This is an optimization exercise on Yosys and OpenROAD, whose aim is small area, a short achievable clock period and few clock cycles per item, not a production implementation. The RTL was checked by simulation tests, not by an equivalence proof against the original design.

== job 145 ==
Design point_transform_2d_core, start of the top module:
module point_transform_2d_core #(
    parameter int COORD_BITS     = 24,
    parameter int TRIG_FRAC_BITS = 15
) (
    input  logic                                     aclk,
    input  logic                                     aresetn,
    input  logic                                     cfg_wr_en,
    input  logic [ptx_pkg::CFG_INDEX_BITS-1:0]       cfg_index,
    input  logic [((COORD_BITS > ptx_pkg::FACTOR_BITS) ? COORD_BITS
                   : ptx_pkg::FACTOR_BITS)-1:0]      cfg_wdata,
    input  logic                                     s_valid,
    output logic                                     s_ready,
    input  logic signed [COORD_BITS-1:0]             s_in_x,
    input  logic signed [COORD_BITS-1:0]             s_in_y,
    output logic                                     m_valid,
    input  logic                                     m_ready,
    output logic signed [COORD_BITS-1:0]             m_out_x,
    output logic signed [COORD_BITS-1:0]             m_out_y,
    output logic                                     m_clipped
);
Size in the first run: about 840 flip-flops, roughly 130 I/O pins.
export LEC_CHECK = 0
export ABC_CLOCK_PERIOD_IN_PS = 3000
export CAP_MARGIN = 20
export CORE_MARGIN = 2
export CORE_UTILIZATION = 60
export SLEW_MARGIN = 20
create_clock -name core_clock -period 14.0 [get_ports {aclk}]
standard.sh (not shown) runs the stock make flow with config.mk's settings and CLKGATE_MAP_FILE= SYNTH_SCRIPT=/design/flow/synth_recipe.tcl, a recipe that flattens the netlist after the stock synthesis.
==> flow/flow/run.sh <==
#!/bin/bash
# The standard layout (standard.sh: the standard synthesis and ORFS flow,
# unchanged constraints) with the setup repair asked to leave a margin, so
# that repair_timing also works on paths that already meet the clock.
set -euo pipefail
export SETUP_SLACK_MARGIN=8.0
bash standard.sh > standard.log 2>&1
Testbench counts of job 145, summed over its fixed seeds: cycles 16,920, items 14,130.
Input changes introduced in job 9317 (baseline for comparison: job 145):
--- a/flow/flow/run.sh
+++ b/flow/flow/run.sh
@@ -6 +6 @@
-export SETUP_SLACK_MARGIN=8.0
+export SETUP_SLACK_MARGIN=9.45
Findings:
Job 9317 closes out successfully: all stages finished, all timing, DRC and antenna checks passed.
Changes observed in job 9317 relative to job 145: wire length reported by the detailed router increased by 5.9% relative to the old numbers; die area closely matched the old numbers; number of antenna violations at the first check in global routing decreased by 4 relative to the old numbers.
Looking only at sequential fraction of total cell area, and setting everything else aside, the lower value of job 145 and job 9317 goes to job 9317.
Job 9317 vs job 145, utilization went up by 4.5 points.
Wire length on met1 (job 9317 over job 145): increase, 3000 um
--- input diff job 9317..job 8016 ---
--- a/flow/flow/run.sh
+++ b/flow/flow/run.sh
@@ -6 +6 @@
-export SETUP_SLACK_MARGIN=9.45
+export SETUP_SLACK_MARGIN=8.5
## What came out
- Job 8016 | status: complete | timing, DRC, antenna: pass
- Diff job 9317 and job 8016: final period demand of the worst path lower in job 9317
- Taking job 9317 as the reference, in job 8016 post-place instance area essentially unchanged.
- | final design instance area without fill | job 8016 vs job 9317 | better |
- Compared with job 9317, job 8016 shows a higher initial antenna violation count.
- Summary — met1 global-route usage, job 8016 relative to job 9317: lower, by 0.75 points.
- Job 8016: number of clock buffers in the layout 3 above job 9317
For job 2054, these inputs were changed with respect to job 8016:
--- a/flow/flow/run.sh
+++ b/flow/flow/run.sh
@@ -6 +6 @@
-export SETUP_SLACK_MARGIN=8.5
+export SETUP_SLACK_MARGIN=9.6
[summary]
- Compared job 2054 vs job 8016, and final standard cell utilization of the core is up in job 2054.
- Compared with job 8016, job 2054 ends up with more cell area.
- Job 2054: done, clean on timing, DRC and antenna
- Compared with job 8016, in job 2054 fmax +about 13%, number of buffers on the longest clock path ~0 delta, sequential share of layout area -1.6 points.
- Delta (job 2054 minus job 8016): met1 usage picked up an extra 0.28 points, post-place instance area has remained practically unchanged, via count higher.
- In job 2054, the worst setup slack came out 620 ps above the value in job 8016.
For job 3750, these inputs were changed with respect to job 2054:
- a change of CORE_UTILIZATION from 60 to 66
--- a/flow/flow/run.sh
+++ b/flow/flow/run.sh
@@ -6 +6 @@
-export SETUP_SLACK_MARGIN=9.6
+export SETUP_SLACK_MARGIN=9.0
Findings:
- Relative to job 2054, setup slack has gone down in job 3750.
- Via total after detailed routing shrinks by a few percent when moving from job 2054 to job 3750.
- Job 2054 has lower largest stage delay on the critical path than job 3750.
- Looking at job 3750 and job 2054, the layout multi-input combinational cell count is a wash.
- Measured against each other, job 3750 and job 2054 differ in filler cell count in the final layout, the higher figure coming from job 2054.
- Job 3750 vs. job 2054: worst slew margin relative to its limit went up; number of inverters outside the clock class in the layout level; clock-buffer cell count +3.

---

Setup of run C:
point_transform_2d_core again, from the RTL that the note above started with.
clock: 14.0 ns
lec_check: 0
abc_clock_period_in_ps: 3000
cap_margin: 20
core_margin: 2
core_utilization: 60
slew_margin: 20
==> flow/flow/run.sh <==
#!/bin/bash
# The standard layout (standard.sh: the standard synthesis and ORFS flow,
# unchanged constraints) with the setup repair asked to leave a margin, so
# that repair_timing also works on paths that already meet the clock.
set -euo pipefail
export SETUP_SLACK_MARGIN=9.0
bash standard.sh > standard.log 2>&1
Testbench counts of run C, summed over its fixed seeds: cycles 16,920, items 14,130.
Relative to run C, the following input files were edited for run M:
diff --git a/flow/flow/run.sh b/flow/flow/run.sh
--- a/flow/flow/run.sh
+++ b/flow/flow/run.sh
@@ -4,4 +4,4 @@
 # that repair_timing also works on paths that already meet the clock.
 set -euo pipefail
-export SETUP_SLACK_MARGIN=9.0
+export SETUP_SLACK_MARGIN=9.3
 bash standard.sh > standard.log 2>&1
==> results.txt <==
NOTE multi-input combinational cell area run C->run M increased slightly. Compared with run C, in run M fraction of area in registers down 0.52 points, global-route track usage on met2 up 0.33 points, worst-case reg-to-reg path depth up 4. Diff run C -> run M: non-clock buffer count picked up an extra about 28%, clock transition at the register clock pins on the worst setup and hold paths after CTS has remained practically unchanged.

port drivers added, routing unchanged:
No port has a modelled driver above. Below, the same layouts with a new extraction and two added sets of constraints.
Step 1 (the two cells are an assumption about what drives the block):
set clk [get_ports {aclk}]
set_driving_cell -lib_cell sky130_fd_sc_hd__clkbuf_16 $clk
set_driving_cell -lib_cell sky130_fd_sc_hd__buf_2 [delete_from_list [all_inputs] $clk]
Step 2 also shifts input and output timing later by t, the mid clock arrival at the registers, as if the neighbouring blocks saw the same clock.
a / b / c = ideal ports / drivers / drivers and shift; a / b = the first two.
run | t (ns) | setup WS [ns] | slew at the worst register clock pin (ns) | pins driven straight from the clock port
job 145 | 0.806 | 8.286 / 8.286 / 7.875 | 0.07 / 0.07 | 1
job 9317 | 0.816 | 9.235 / 9.235 / 8.839 | 0.08 / 0.08 | 1
job 8016 | 0.804 | 8.549 / 8.549 / 8.193 | 0.07 / 0.07 | 1
job 2054 | 0.816 | 9.167 / 9.167 / 9.050 | 0.07 / 0.07 | 1
job 3750 | 0.811 | 8.971 / 8.971 / 8.473 | 0.07 / 0.07 | 1
run C | 0.804 | 9.019 / 9.019 / 8.540 | 0.07 / 0.07 | 1
run M | 0.804 | 9.184 / 9.184 / 8.742 | 0.07 / 0.07 | 1
After both steps every run listed still meets setup and hold. For job 3750, which loses most, drivers alone change the setup slack by 0.000 ns; drivers and shift together by -0.498 ns.
